Source: an optimization exercise on an open RTL-to-GDS flow (aim: small area, a short achievable clock period and few clock cycles per item). Production flows keep margins and buffers that such runs may drop. Function was checked by simulation only, so behaviour that the tests miss may differ from the original. No activity file was given, so power comes from the tool's default toggle rates.

## matrix_inverse_4x4
module matrix_inverse_4x4
#(
    parameter int ELEMENT_BITS  = 16,
    parameter int FRACTION_BITS = 8,
    localparam int TDW = ((4 * ELEMENT_BITS + 7) / 8) * 8
) (
    input  logic           aclk,
    input  logic           aresetn,
    input  logic           s_tvalid,
    output logic           s_tready,
    input  logic [TDW-1:0] s_tdata,    
    output logic           m_tvalid,
    input  logic           m_tready,
    output logic [TDW-1:0] m_tdata,    
    output logic           m_tlast,    
    output logic [0:0]     m_tuser     
);
    function automatic logic [31:0] sx16(input logic [15:0] v);
        sx16 = {{16{v[15]}}, v};
    endfunction
    function automatic logic [48:0] sx32(input logic [31:0] v);
        sx32 = {{17{v[31]}}, v};
    endfunction
    function automatic logic [31:0] and32(input logic c, input logic [31:0] v);
        and32 = {32{c}} & v;
    endfunction
    function automatic logic [2:0] booth_dec(input logic [15:0] e, input logic [2:0] p,
                                             input logic f);
        logic [16:0] ext;
        logic [2:0]  w;
        ext = {e, 1'b0};
        w   = 3'(ext >> {p, 1'b0});
        booth_dec = {w[2] ^ f,
                     (w[2] & ~w[1] & ~w[0]) | (~w[2] & w[1] & w[0]),
                     w[1] ^ w[0]};
    endfunction
    typedef enum logic [2:0] {A_IN, A_WX, A_X, A_WY, A_Y, A_Z, A_WC} aphase_t;
    aphase_t               aphase_reg;
    logic [1:0]            abeat_reg;
  ...
Size: roughly 22000 cells after synthesis, roughly 2400 flip-flops, roughly 140 I/O pins, roughly 210000 sq um of cells after synthesis.
==> flow/config.mk <==
export PLATFORM = sky130hd
export DESIGN_NAME = matrix_inverse_4x4
export DESIGN_NICKNAME = matrix_inverse_4x4
export VERILOG_FILES = /design/flow/design.v
export SDC_FILE = /design/flow/constraint.sdc
export NUM_CORES = 4
export LEC_CHECK = 0
export ABC_CLOCK_PERIOD_IN_PS = 3000
export CAP_MARGIN = 20
export CORE_MARGIN = 2
export CORE_UTILIZATION = 40
export SETUP_SLACK_MARGIN = 5
export SLEW_MARGIN = 20
==> flow/constraint.sdc <==
create_clock -name core_clock -period 10.0 [get_ports {aclk}]
set_input_delay 2.0000 -clock core_clock [delete_from_list [all_inputs] [get_ports {aclk}]]
set_output_delay 2.0000 -clock core_clock [all_outputs]
set_load 0.01 [all_outputs]
run.sh (not shown) runs the stock make flow with config.mk's settings and CLKGATE_MAP_FILE= SYNTH_SCRIPT=/design/flow/synth_recipe.tcl, a recipe that flattens the netlist after the stock synthesis.
Testbench counts at the start, summed over its fixed seeds: cycles 3,488, items 96.
Then changed:
CAP_MARGIN = 10   (was 20)
CORE_UTILIZATION = 55   (was 40)
SLEW_MARGIN = 10   (was 20)
Synthesized cell count stays the same. Worst setup slack loses 0.082 ns. Power goes up slightly. Sequential share of layout area climbs by 0.48 points. Area after synthesis is unchanged. Design area came out lower slightly. First-iteration DRC count is higher by roughly a tenth. Critical path depth shrinks by 2. Non-clock buffer count falls by 52. Global-route usage grows by 9.8 points.

---

Another version of the RTL of matrix_inverse_4x4 (not shown whole).
Size: ~22000 cells after synthesis, about 2400 flip-flops, about 140 I/O pins.
==> flow/config.mk <==
export PLATFORM = sky130hd
export DESIGN_NAME = matrix_inverse_4x4
export DESIGN_NICKNAME = matrix_inverse_4x4
export VERILOG_FILES = /design/flow/design.v
export SDC_FILE = /design/flow/constraint.sdc
export NUM_CORES = 4
export LEC_CHECK = 0
export ABC_CLOCK_PERIOD_IN_PS = 3000
export CAP_MARGIN = 10
export CORE_MARGIN = 2
export CORE_UTILIZATION = 55
export SETUP_SLACK_MARGIN = 5
export SLEW_MARGIN = 10
==> flow/constraint.sdc <==
create_clock -name core_clock -period 10.0 [get_ports {aclk}]
set_input_delay 2.0000 -clock core_clock [delete_from_list [all_inputs] [get_ports {aclk}]]
set_output_delay 2.0000 -clock core_clock [all_outputs]
set_load 0.01 [all_outputs]
The first run completed without violations.
Testbench counts at the start, summed over its fixed seeds: cycles 3,680, items 96.
Then changed:
CAP_MARGIN = 20   (was 10)
CORE_UTILIZATION = 40   (was 55)
SLEW_MARGIN = 20   (was 10)
Design area grows by 1.3%. Power stays flat. First-iteration DRC count decreases by 3.2%. Worst hold slack hardly moves. Global-route usage fell by 9.9 points. Worst setup slack improves by 0.11 ns. Synthesized cell count does not change.

-- afterwards: timing with drivers on the ports --
How much do the figures lean on ideal ports? The routed layouts below were timed once more, with nothing changed but the port constraints. Step 1, drivers: a clkbuf_16 drives aclk and a buf_2 each remaining input, both assumed. Step 2 adds t to the input delays and takes it off the output delays; t is the mean of the earliest and latest rising clock arrival at the registers after step 1. Input paths then give back, and output paths get back, about the clock's delay inside the block. a / b / c = ideal / step 1 / step 2; a / b = the first two.
run	shift t [ns]	slack for setup (ns)	slew at the worst register clock pin (ns)
the first run of note 1	1.120	4.880 / 4.880 / 4.880	0.07 / 0.07
the second run of note 1	1.054	4.797 / 4.797 / 4.767	0.07 / 0.07
the first run of note 2	1.039	4.847 / 4.847 / 4.847	0.07 / 0.07
the second run of note 2	1.077	4.952 / 4.952 / 4.952	0.07 / 0.07
After both steps every run listed still meets setup and hold. The setup slack of the second run of note 1, which loses most, moves by 0.000 ns with the drivers and by -0.030 ns with both steps.
